This design comes from an exercise in tuning for small area and a short achievable clock period on the open sky130 flow, not from production work. At most, simulation tests tie the RTL to the original design; equivalence was not proved.

the previous run:
==> flow/design.v (excerpt) <==
module aes_round_core (
	input logic i_clk,
	input logic i_rst,
	input logic i_valid,
	input logic i_decrypt,
	input logic i_skip_mix,
	input aes_gf_pkg::aes_state_t i_state,
	output logic o_valid,
	output aes_gf_pkg::aes_state_t o_state
);
	localparam int BW = 8;
	localparam bit CUT_IN0 = 1'b0;
	localparam bit CUT_IN = 1'b1;
	localparam bit CUT_MID = 1'b1;
	localparam bit CUT_INV = 1'b1;
	localparam bit CUT_OUT = 1'b0;
	localparam int N_SB = int'(CUT_IN) + int'(CUT_MID) + int'(CUT_INV) + int'(CUT_OUT);
	aes_gf_pkg::aes_state_t state_0;
	aes_round_pkg::round_ctrl_t ctrl_0;
	generate
		if (CUT_IN0) begin : g_cut_in0
			always_ff @(posedge i_clk) begin
				state_0 <= i_state;
				ctrl_0.decrypt <= i_decrypt;
				ctrl_0.skip_mix <= i_skip_mix;
				if (i_rst)
					ctrl_0.valid <= 1'b0;
				else
					ctrl_0.valid <= i_valid;
			end
		end else begin : g_pass_in0
			assign state_0 = i_state;
			assign ctrl_0.decrypt = i_decrypt;
			assign ctrl_0.skip_mix = i_skip_mix;
			assign ctrl_0.valid = i_valid & ~i_rst;
		end
	endgenerate
	aes_gf_pkg::aes_state_t src_fwd;
	aes_gf_pkg::aes_state_t src_inv;
	aes_gf_pkg::aes_state_t lane_bytes;
	aes_row_shifter u_shifter (
		.i_state(state_0),
		.o_fwd(src_fwd),
		.o_inv(src_inv)
	);
	for (genvar k = 0; k < 16; k++)
	begin : g_lane
		aes_sbox_lane #(
			.CUT_IN(CUT_IN),
			.CUT_MID(CUT_MID),
			.CUT_INV(CUT_INV),
			.CUT_OUT(CUT_OUT)
		) u_lane (
			.i_clk(i_clk),
			.i_decrypt(ctrl_0.decrypt),
			.i_byte_enc(src_fwd[(16-1-k)*BW +: BW]),
			.i_byte_dec(src_inv[(16-1-k)*BW +: BW]),
			.o_byte(lane_bytes[(16-1-k)*BW +: BW])
		);
	end
	aes_round_pkg::round_ctrl_t ctrl_d [N_SB+1];
	assign ctrl_d[0] = ctrl_0;
  ...
Size in the first run: roughly 580 flip-flops, about 260 I/O pins, ~40000 um^2 of cells after synthesis.
==> flow/config.mk <==
export PLATFORM = sky130hd
export DESIGN_NAME = aes_round_core
export DESIGN_NICKNAME = aes_round_core
export VERILOG_FILES = /design/flow/design.v
export SDC_FILE = /design/flow/constraint.sdc
export NUM_CORES = 4
export LEC_CHECK = 0
export CAP_MARGIN = 20
export CORE_MARGIN = 2
export CORE_UTILIZATION = 40
export SETUP_SLACK_MARGIN = 3.0
export SLEW_MARGIN = 20
==> flow/constraint.sdc <==
create_clock -name core_clock -period 5.5 [get_ports {i_clk}]
set_input_delay 1.1000 -clock core_clock [delete_from_list [all_inputs] [get_ports {i_clk}]]
set_output_delay 1.1000 -clock core_clock [all_outputs]
set_load 0.01 [all_outputs]
run.sh (not shown) runs the stock make flow with config.mk's settings and CLKGATE_MAP_FILE= SYNTH_SCRIPT=/design/flow/synth_recipe.tcl, a recipe that flattens the netlist after the stock synthesis.
Per the final summary, the previous run finished and its layout is clean on timing, DRC and antenna.
For the current run, these inputs were changed with respect to the previous run:
Settings: changing SETUP_SLACK_MARGIN from 3.0 to 3.4.
- Number of logic stages on the critical path including buffering essentially unchanged between the previous run and the current run.
- Summary of the current run over the previous run: number of gates resized after CTS picked up an extra 635, pin slew with the least headroom to its limit lost 0.20 ns.
Function was not checked in any run of this note: the RTL went through the layout flow alone.

========
Another version of the RTL of aes_round_core (not shown whole).
Size in the first run: ~4600 cells after synthesis, about 590 flip-flops, ~260 I/O pins, ~42000 um2 of cells after synthesis.
clock: 5.5 ns
lec_check: 0
cap_margin: 20
core_margin: 2
core_utilization: 40
cts_cluster_diameter: 80
cts_cluster_size: 24
setup_slack_margin: 3.0
slew_margin: 20
synth_hierarchical: 1
==> next run, changes <==
Settings changed: CTS_CLUSTER_DIAMETER 80 to not set, CTS_CLUSTER_SIZE 24 to not set, TNS_END_PERCENT set to 5.
What happened: Cell count barely changes. Final area shrinks by 1.2%. Synthesized area does not change. Global-route usage shrinks by 0.18 points. Wire length shrinks by 0.86%. Utilization shrinks by 0.59 points. Worst hold slack is worse by 0.0044 ns. Maximum frequency shrinks by 4.1%. Die area stays the same. Via count is about the same.
==> next run, changes <==
==> flow/flow/run.sh (new file) <==
#!/bin/bash
# The standard layout (the standard.sh, all ORFS steps unchanged), except
# that buffer_ports uses buf_1 cells for the input and output port buffers
# instead of the delay buffer it picks by default; repair still resizes them.
set -e
export BUFFER_PORTS_ARGS="-buffer_cell sky130_fd_sc_hd__buf_1"
bash standard.sh > standard.log 2>&1
==> flow/standard.sh (new file) <==
#!/bin/bash
# synth_recipe.tcl (not shown) runs the flow's synth.tcl, then flattens the netlist and writes it again
# the make line also repeats each setting of config.mk as NAME=value (left out here)
make -C /OpenROAD-flow-scripts/flow DESIGN_CONFIG=/design/flow/config.mk WORK_HOME=/design/flow/orfs CLKGATE_MAP_FILE= SYNTH_SCRIPT=/design/flow/synth_recipe.tcl "${@:-finish}"
Settings changed: SETUP_SLACK_MARGIN 3.0 to 3.1, TNS_END_PERCENT 5 to not set.
removed: flow/run.sh
What happened: The changed run finished with timing, DRC and antenna clean. Flip-flop and latch count stays the same. Synthesized cell count does not change. Global-route usage went down by 0.52 points. Cell area is higher by 4.7%. Sequential share of layout area fell by 0.53 points. First-iteration DRC count falls by 21%. Worst setup slack improved by 0.20 ns.
==> next run, changes <==
==> flow/run.sh (new file) <==
#!/bin/bash
# synth_recipe.tcl (not shown) runs the flow's synth.tcl, then flattens the netlist and writes it again
# the make line also repeats each setting of config.mk as NAME=value (left out here)
make -C /OpenROAD-flow-scripts/flow DESIGN_CONFIG=/design/flow/config.mk WORK_HOME=/design/flow/orfs CLKGATE_MAP_FILE= SYNTH_SCRIPT=/design/flow/synth_recipe.tcl finish
Settings changed: SETUP_SLACK_MARGIN 3.1 to 3.0.
removed: flow/flow/run.sh
removed: flow/standard.sh
Effect: Global-route usage goes up by 0.90 points; clock-buffer cell count increases by 3; via count goes down by a few percent; worst hold slack hardly moves; die area is unchanged; design area falls slightly; non-clock buffer count fell by 107; synthesized cell count is unchanged.

========
aes_round_core, a different RTL version from the one above (not shown whole).
For scale: roughly 4,500 cells after synthesis, ~0.043 sq mm of cells after synthesis.
Settings: LEC_CHECK=0, CAP_MARGIN=20, CORE_MARGIN=2, CORE_UTILIZATION=40, SETUP_SLACK_MARGIN=2.6, SLEW_MARGIN=20, SYNTH_HIERARCHICAL=1; clock period 5.5 ns.
Stock flow here: none of the scripts above is used.
The starting point went through all stages and came out clean.
Then changed:
Settings changed: SETUP_SLACK_MARGIN 2.6 to 3.0.
Setup slack improves by 310 ps.
Worst hold slack barely changes.
Cell count climbs by 3.0%.
Non-clock buffer count came out higher by 180.
Count of clock-buffer cells in the layout goes up by 4.
Then changed:
Settings changed: CTS_BUF_LIST set to sky130_fd_sc_hd__clkbuf_8, SETUP_SLACK_MARGIN 3.0 to 2.8.
Outcome: The new run produced a clean layout. Final area fell by 5.2%. Hold slack got worse by 34 ps. Non-clock buffer count fell by 145. Global-route usage fell by 0.42 points. Clock skew rose by 25 ps. Die area does not change. Utilization fell by 2.6 points. Fmax fell by 6.0%. Worst setup slack got worse by 160 ps.
No run of this note included a check of the RTL's function; only the layout flow was run.

========
Another version of the RTL of aes_round_core (not shown whole).
For scale: about 630 flip-flops.
==> flow/config.mk <==
export PLATFORM = sky130hd
export DESIGN_NAME = aes_round_core
export DESIGN_NICKNAME = aes_round_core
export VERILOG_FILES = /design/flow/design.v
export SDC_FILE = /design/flow/constraint.sdc
export NUM_CORES = 4
export LEC_CHECK = 0
export CAP_MARGIN = 20
export CORE_MARGIN = 2
export CORE_UTILIZATION = 40
export PLACE_DENSITY = 0.75
export SETUP_SLACK_MARGIN = 3.0
export SLEW_MARGIN = 20
export SYNTH_HIERARCHICAL = 1
==> flow/constraint.sdc <==
create_clock -name core_clock -period 5.5 [get_ports {i_clk}]
set_input_delay 1.1000 -clock core_clock [delete_from_list [all_inputs] [get_ports {i_clk}]]
set_output_delay 1.1000 -clock core_clock [all_outputs]
set_load 0.01 [all_outputs]
standard.sh (not shown) runs the stock make flow with config.mk's settings and CLKGATE_MAP_FILE= SYNTH_SCRIPT=/design/flow/synth_recipe.tcl, a recipe that flattens the netlist after the stock synthesis.
==> flow/flow/run.sh <==
#!/bin/bash
# The standard layout (the standard.sh, all ORFS steps unchanged), except
# that buffer_ports uses buf_1 cells for the input and output port buffers
# instead of the delay buffer it picks by default; repair still resizes them.
set -e
export BUFFER_PORTS_ARGS="-buffer_cell sky130_fd_sc_hd__buf_1"
bash standard.sh > standard.log 2>&1
The baseline finished with timing, DRC and antenna clean.
Rerun with:
PLACE_DENSITY = unset   (was 0.75)
SETUP_SLACK_MARGIN = 3.1   (was 3.0)
Outcome:
- The changed run finished with timing, DRC and antenna clean
- worst hold slack got worse by 5.6 ps
- utilization increases by 1.9 points
- via count decreases slightly
- routed wire length increases by a few percent
- count of clock-buffer cells in the layout increases by 2
Rerun with:
CAP_MARGIN = 10   (was 20)
SETUP_SLACK_MARGIN = 3.0   (was 3.1)
SLEW_MARGIN = 10   (was 20)
=> Clock skew falls by 3.4 ps. Core utilization went down by 1.5 points. Final cell count is lower by 1.1%. Register-to-register slack degrades by 80 ps. Via count goes down by 1.5%. Setup slack got worse by 77 ps. Cell area goes down by 3.3%. Global-route usage came out lower by 0.59 points. Routed wire length shrinks by 6.2%.

========
aes_round_core, a different RTL version from the one above (not shown whole).
Size: about 590 flip-flops, ~41,000 sq um of cells after synthesis.
make LEC_CHECK=0 CAP_MARGIN=20 CORE_MARGIN=2 CORE_UTILIZATION=40 SETUP_SLACK_MARGIN=3.0 SLEW_MARGIN=20 SYNTH_HIERARCHICAL=1 finish   # period 5.5 ns
run.sh (not shown) runs the stock make flow with config.mk's settings and CLKGATE_MAP_FILE= SYNTH_SCRIPT=/design/flow/synth_recipe.tcl, a recipe that flattens the netlist after the stock synthesis.
Stock flow here: none of the scripts above is used.
Next try:
--- a/flow/config.mk
+++ b/flow/config.mk
@@ -10,2 +10,3 @@
-export CORE_UTILIZATION = 40
-export SETUP_SLACK_MARGIN = 3.0
+export CORE_UTILIZATION = 60
+export PLACE_DENSITY = 0.72
+export SETUP_SLACK_MARGIN = 2.6
After rerunning: Setup slack got worse by 0.13 ns; routed wire length is lower by 15%; sequential share of layout area is higher by 2.3 points; cell area is lower by 15%.

========
== raven ==
aes_round_core with an RTL version that a note above also has.
Size in the first run: ~4700 cells after synthesis, ~630 flip-flops, about 260 I/O pins, ~43000 µm² of cells after synthesis.
Settings: LEC_CHECK=0, CAP_MARGIN=20, CORE_MARGIN=2, CORE_UTILIZATION=40, SETUP_SLACK_MARGIN=3.0, SLEW_MARGIN=20, SYNTH_HIERARCHICAL=1; clock period 5.5 ns.
standard.sh (not shown) runs the stock make flow with config.mk's settings and CLKGATE_MAP_FILE= SYNTH_SCRIPT=/design/flow/synth_recipe.tcl, a recipe that flattens the netlist after the stock synthesis.
Scripts as last shown in full above: flow/flow/run.sh
The following lists how sierra was set up differently from raven:
--- a/flow/config.mk
+++ b/flow/config.mk
@@ -9,3 +9,4 @@
 export CORE_MARGIN = 2
-export CORE_UTILIZATION = 40
+export CORE_UTILIZATION = 50
+export PLACE_DENSITY = 0.75
 export SETUP_SLACK_MARGIN = 3.0
Notes after the runs:
- Compared with raven, sierra shows final critical-path setup slack lower by 0.076 ns.
- Clock-buffer cell count in sierra is 2 above raven.
- Relative to raven, via count has gone up in sierra.
- sierra vs. raven: first-iteration DRC count went up 280, final area went down 1.2%, sequential share of layout area went up 0.33 points, number of vias per cell went up 6.7%.
- Between sierra and raven, the difference in critical path depth is negligible.
- Compared to raven, the router laid down more metal wire for sierra.
- When sierra is measured against raven, its clock period minus worst slack turns out 0.076 ns higher.

========
red:
aes_round_core with an RTL version that a note above also has.
For scale: about 590 flip-flops, roughly 260 I/O pins.
==> flow/config.mk <==
export PLATFORM = sky130hd
export DESIGN_NAME = aes_round_core
export DESIGN_NICKNAME = aes_round_core
export VERILOG_FILES = /design/flow/design.v
export SDC_FILE = /design/flow/constraint.sdc
export NUM_CORES = 4
export LEC_CHECK = 0
export CAP_MARGIN = 20
export CORE_MARGIN = 2
export CORE_UTILIZATION = 40
export CTS_CLUSTER_DIAMETER = 50
export CTS_CLUSTER_SIZE = 30
export SETUP_SLACK_MARGIN = 3.0
export SLEW_MARGIN = 20
export SYNTH_HIERARCHICAL = 1
==> flow/constraint.sdc <==
create_clock -name core_clock -period 5.5 [get_ports {i_clk}]
set_input_delay 1.1000 -clock core_clock [delete_from_list [all_inputs] [get_ports {i_clk}]]
set_output_delay 1.1000 -clock core_clock [all_outputs]
set_load 0.01 [all_outputs]
run.sh (not shown) runs the stock make flow with config.mk's settings and CLKGATE_MAP_FILE= SYNTH_SCRIPT=/design/flow/synth_recipe.tcl, a recipe that flattens the netlist after the stock synthesis.
Stock flow here: none of the scripts above is used.
Edits applied to the flow inputs when going from red to blue:
Settings: removing CTS_CLUSTER_SIZE (formerly 30); removing CTS_CLUSTER_DIAMETER (formerly 50).
==> flow/flow/run.sh (new file) <==
#!/bin/bash
# The standard layout (the standard.sh, all ORFS steps unchanged), except
# that buffer_ports uses buf_1 cells for the input and output port buffers
# instead of the delay buffer it picks by default; repair still resizes them.
set -e
export BUFFER_PORTS_ARGS="-buffer_cell sky130_fd_sc_hd__buf_1"
bash standard.sh > standard.log 2>&1
==> flow/standard.sh (new file) <==
#!/bin/bash
# synth_recipe.tcl (not shown) runs the flow's synth.tcl, then flattens the netlist and writes it again
# the make line also repeats each setting of config.mk as NAME=value (left out here)
make -C /OpenROAD-flow-scripts/flow DESIGN_CONFIG=/design/flow/config.mk WORK_HOME=/design/flow/orfs CLKGATE_MAP_FILE= SYNTH_SCRIPT=/design/flow/synth_recipe.tcl "${@:-finish}"
removed: flow/run.sh
- Delta (blue minus red): final hold slack roughly the same; post-place instance area lower; first-pass iteration count of the detailed router higher; number of buffer and inverter instances along the worst setup path roughly the same.
- blue and red ended up with roughly the same final wirelength.
- For blue, the type of the setup path with the least slack was register to register, unlike red, where it was register to output port.
- Compared with red, blue shows a largest driver fanout on the critical path that is 3 higher.

==> static timing again, ports no longer ideal <==
No port has a modelled driver above. Below, the same layouts with a new extraction and two added sets of constraints. Step 1 sets driving cells, clkbuf_16 on the clock port and buf_2 on the other inputs (assumed; they add their load-dependent delay and slew). Step 2, shift: input delay + t, output delay - t, t = (earliest + latest rising clock arrival at the registers) / 2. This alone moves slack from input paths to output paths. a / b / c = ideal / step 1 / step 2; a / b = the first two.
run | shift t [ns] | slack for setup (ns) | pins driven straight from the clock port
the previous run | 0.678 | 3.079 / 3.013 / 2.493 | 1
the current run | 0.686 | 3.280 / 3.206 / 2.709 | 1
the first run of note 2 | 0.686 | 2.968 / 2.968 / 2.454 | 1
the second run of note 2 | 0.691 | 2.860 / 2.807 / 2.398 | 1
the third run of note 2 | 0.685 | 3.057 / 3.057 / 2.692 | 1
the fourth run of note 2 | 0.694 | 3.033 / 2.963 / 2.466 | 1
the first run of note 3 | 0.700 | 2.713 / 2.642 / 2.422 | 1
the second run of note 3 | 0.686 | 3.021 / 2.990 / 2.417 | 1
the third run of note 3 | 0.820 | 2.863 / 2.818 / 2.358 | 1
the first run of note 4 | 0.668 | 3.054 / 2.990 / 2.727 | 1
the second run of note 4 | 0.702 | 3.143 / 3.131 / 2.838 | 1
the third run of note 4 | 0.704 | 3.066 / 3.066 / 2.584 | 1
the first run of note 5 | 0.691 | 2.813 / 2.813 / 2.484 | 1
the second run of note 5 | 0.646 | 2.683 / 2.683 / 2.400 | 1
raven | 0.704 | 3.066 / 3.066 / 2.584 | 1
sierra | 0.667 | 2.990 / 2.990 / 2.777 | 1
red | 0.716 | 3.051 / 2.978 / 2.441 | 1
blue | 0.696 | 2.985 / 2.985 / 2.755 | 1
After both steps setup and hold are still met in every run listed. The setup slack of red, which loses most, moves by -0.073 ns with the drivers and by -0.610 ns with both steps.
